What follows belongs to an exercise in optimizing a design on an open flow for small area, a short achievable clock period and few clock cycles per item; a production flow would make more cautious choices. Function was checked by simulation only, so behaviour that the tests miss may differ from the original. Power figures rest on the tool's default switching activity, not on a simulated workload.

## systolic_top
module systolic_top (
    input  logic     clk,
    input  logic     rst_n,
    input  logic     wb_cyc,
    input  logic     wb_stb,
    input  logic     wb_we,
    input  logic [5:0]  wb_adr,
    input  logic [31:0] wb_dat_w,
    output logic [31:0] wb_dat_r,
    output logic     wb_ack
);
Size in the first run: about 3500 cells after synthesis, roughly 76 I/O pins, about 0.051 mm² of cells after synthesis.
clock: 10.0 ns
lec_check: 0
abc_clock_period_in_ps: 3000
cap_margin: 20
core_margin: 2
core_utilization: 40
cts_cluster_diameter: 120
cts_cluster_size: 24
slew_margin: 20
standard.sh (not shown) runs the stock make flow with config.mk's settings and CLKGATE_MAP_FILE= SYNTH_SCRIPT=/design/flow/synth_recipe.tcl, a recipe that flattens the netlist after the stock synthesis.
==> flow/flow/run.sh <==
#!/bin/bash
set -euo pipefail
bash standard.sh SETUP_SLACK_MARGIN=6.35 finish > standard_flow.log 2>&1
The starting point completed with no timing, DRC or antenna violations.
Testbench counts at the start, summed over its fixed seeds: cycles 43,776, jobs 384.
Edit:
==> flow/flow/run.sh (replaced) <==
#!/bin/bash
set -euo pipefail
bash standard.sh synth > standard_synth.log 2>&1
bash standard.sh SETUP_SLACK_MARGIN=6.5 "DONT_USE_CELLS=sky130_fd_sc_hd__probe_p_8 sky130_fd_sc_hd__probec_p_8 sky130_fd_sc_hd__lpflow_bleeder_1 sky130_fd_sc_hd__lpflow_clkbufkapwr_1 sky130_fd_sc_hd__lpflow_clkbufkapwr_16 sky130_fd_sc_hd__lpflow_clkbufkapwr_2 sky130_fd_sc_hd__lpflow_clkbufkapwr_4 sky130_fd_sc_hd__lpflow_clkbufkapwr_8 sky130_fd_sc_hd__lpflow_clkinvkapwr_1 sky130_fd_sc_hd__lpflow_clkinvkapwr_16 sky130_fd_sc_hd__lpflow_clkinvkapwr_2 sky130_fd_sc_hd__lpflow_clkinvkapwr_4 sky130_fd_sc_hd__lpflow_clkinvkapwr_8 sky130_fd_sc_hd__lpflow_decapkapwr_12 sky130_fd_sc_hd__lpflow_decapkapwr_3 sky130_fd_sc_hd__lpflow_decapkapwr_4 sky130_fd_sc_hd__lpflow_decapkapwr_6 sky130_fd_sc_hd__lpflow_decapkapwr_8 sky130_fd_sc_hd__lpflow_inputiso0n_1 sky130_fd_sc_hd__lpflow_inputiso0p_1 sky130_fd_sc_hd__lpflow_inputiso1n_1 sky130_fd_sc_hd__lpflow_inputiso1p_1 sky130_fd_sc_hd__lpflow_inputisolatch_1 sky130_fd_sc_hd__lpflow_isobufsrc_1 sky130_fd_sc_hd__lpflow_isobufsrc_16 sky130_fd_sc_hd__lpflow_isobufsrc_2 sky130_fd_sc_hd__lpflow_isobufsrc_4 sky130_fd_sc_hd__lpflow_isobufsrc_8 sky130_fd_sc_hd__lpflow_isobufsrckapwr_16 sky130_fd_sc_hd__lpflow_lsbuf_lh_hl_isowell_tap_1 sky130_fd_sc_hd__lpflow_lsbuf_lh_hl_isowell_tap_2 sky130_fd_sc_hd__lpflow_lsbuf_lh_hl_isowell_tap_4 sky130_fd_sc_hd__lpflow_lsbuf_lh_isowell_4 sky130_fd_sc_hd__lpflow_lsbuf_lh_isowell_tap_1 sky130_fd_sc_hd__lpflow_lsbuf_lh_isowell_tap_2 sky130_fd_sc_hd__lpflow_lsbuf_lh_isowell_tap_4 sky130_fd_sc_hd__dlygate4sd1_1 sky130_fd_sc_hd__dlygate4sd2_1 sky130_fd_sc_hd__dlygate4sd3_1 sky130_fd_sc_hd__clkdlybuf4s15_1 sky130_fd_sc_hd__clkdlybuf4s15_2 sky130_fd_sc_hd__clkdlybuf4s18_1 sky130_fd_sc_hd__clkdlybuf4s18_2 sky130_fd_sc_hd__clkdlybuf4s25_1 sky130_fd_sc_hd__clkdlybuf4s25_2 sky130_fd_sc_hd__clkdlybuf4s50_1 sky130_fd_sc_hd__clkdlybuf4s50_2 sky130_fd_sc_hd__dlymetal6s2s_1 sky130_fd_sc_hd__dlymetal6s4s_1 sky130_fd_sc_hd__dlymetal6s6s_1" finish > standard_flow.log 2>&1
=> Design area climbs by 1.1%. Setup slack degrades by 0.18 ns. Total power climbs by 0.56%. Worst hold slack barely changes. Synthesized cell count stays the same. Cell count climbs by 2.3%. Clock-buffer cell count does not change. Via count climbs by 2.4%. Global-route usage climbs by 0.70 points. Core utilization climbs by 0.48 points. Non-clock buffer count climbs by 116.

* * *

== maple ==
Starting RTL as in the previous note.
Settings: LEC_CHECK=0, ABC_CLOCK_PERIOD_IN_PS=3000, CAP_MARGIN=20, CORE_MARGIN=2, CORE_UTILIZATION=40, CTS_CLUSTER_DIAMETER=120, CTS_CLUSTER_SIZE=24, SLEW_MARGIN=20; clock period 10.0 ns.
==> flow/flow/run.sh <==
#!/bin/bash
set -euo pipefail
bash standard.sh SETUP_SLACK_MARGIN=6.8 finish > standard_flow.log 2>&1
Testbench counts of maple, summed over its fixed seeds: cycles 43,776, jobs 384.
[inputs] sierra vs maple
==> flow/flow/run.sh <==
#!/bin/bash
set -euo pipefail
bash standard.sh SETUP_SLACK_MARGIN=6.5 finish > standard_flow.log 2>&1
Findings:
- Compared with maple, sierra ends up with less cell area.
- On worst hold slack, sierra and maple are neck and neck.
- In the flow results for sierra and maple, the aggregate routed wire length is smaller on sierra.
- The average wire length per cell after detail routing in sierra was lower than what maple gave.
- sierra vs. maple: non-clock buffer instance count of the final layout -140; buffer and inverter count on the worst path saw a decrease; relative contribution of combinational cells to total power held steady; global-route usage over all layers shows a reduction of 0.69 points.

==> static timing again, ports no longer ideal <==
The results above use ideal ports. As a check the final layouts listed here were re-extracted and re-timed, cells and wires unchanged.
Step 1, drivers: a clkbuf_16 drives clk and a buf_2 each remaining input, both assumed.
Step 2, shift: input delay + t, output delay - t, t = (earliest + latest rising clock arrival at the registers) / 2. This alone moves slack from input paths to output paths.
Three values: ideal, step 1, step 2; two values: the first two.
| run | t, ns | slack for setup (ns) | worst data-port slew with drivers (ns) |
|---|---|---|---|
| the first run of note 1 | 0.774 | 6.342 / 6.328 / 5.566 | 0.09 |
| the second run of note 1 | 0.775 | 6.159 / 6.159 / 5.705 | 0.08 |
| maple | 0.770 | 6.423 / 6.339 / 5.569 | 0.19 |
| sierra | 0.759 | 6.409 / 6.409 / 5.726 | 0.09 |
After both steps setup and hold are still met in every run listed. For maple, which loses most, drivers alone change the setup slack by -0.084 ns; drivers and shift together by -0.854 ns.
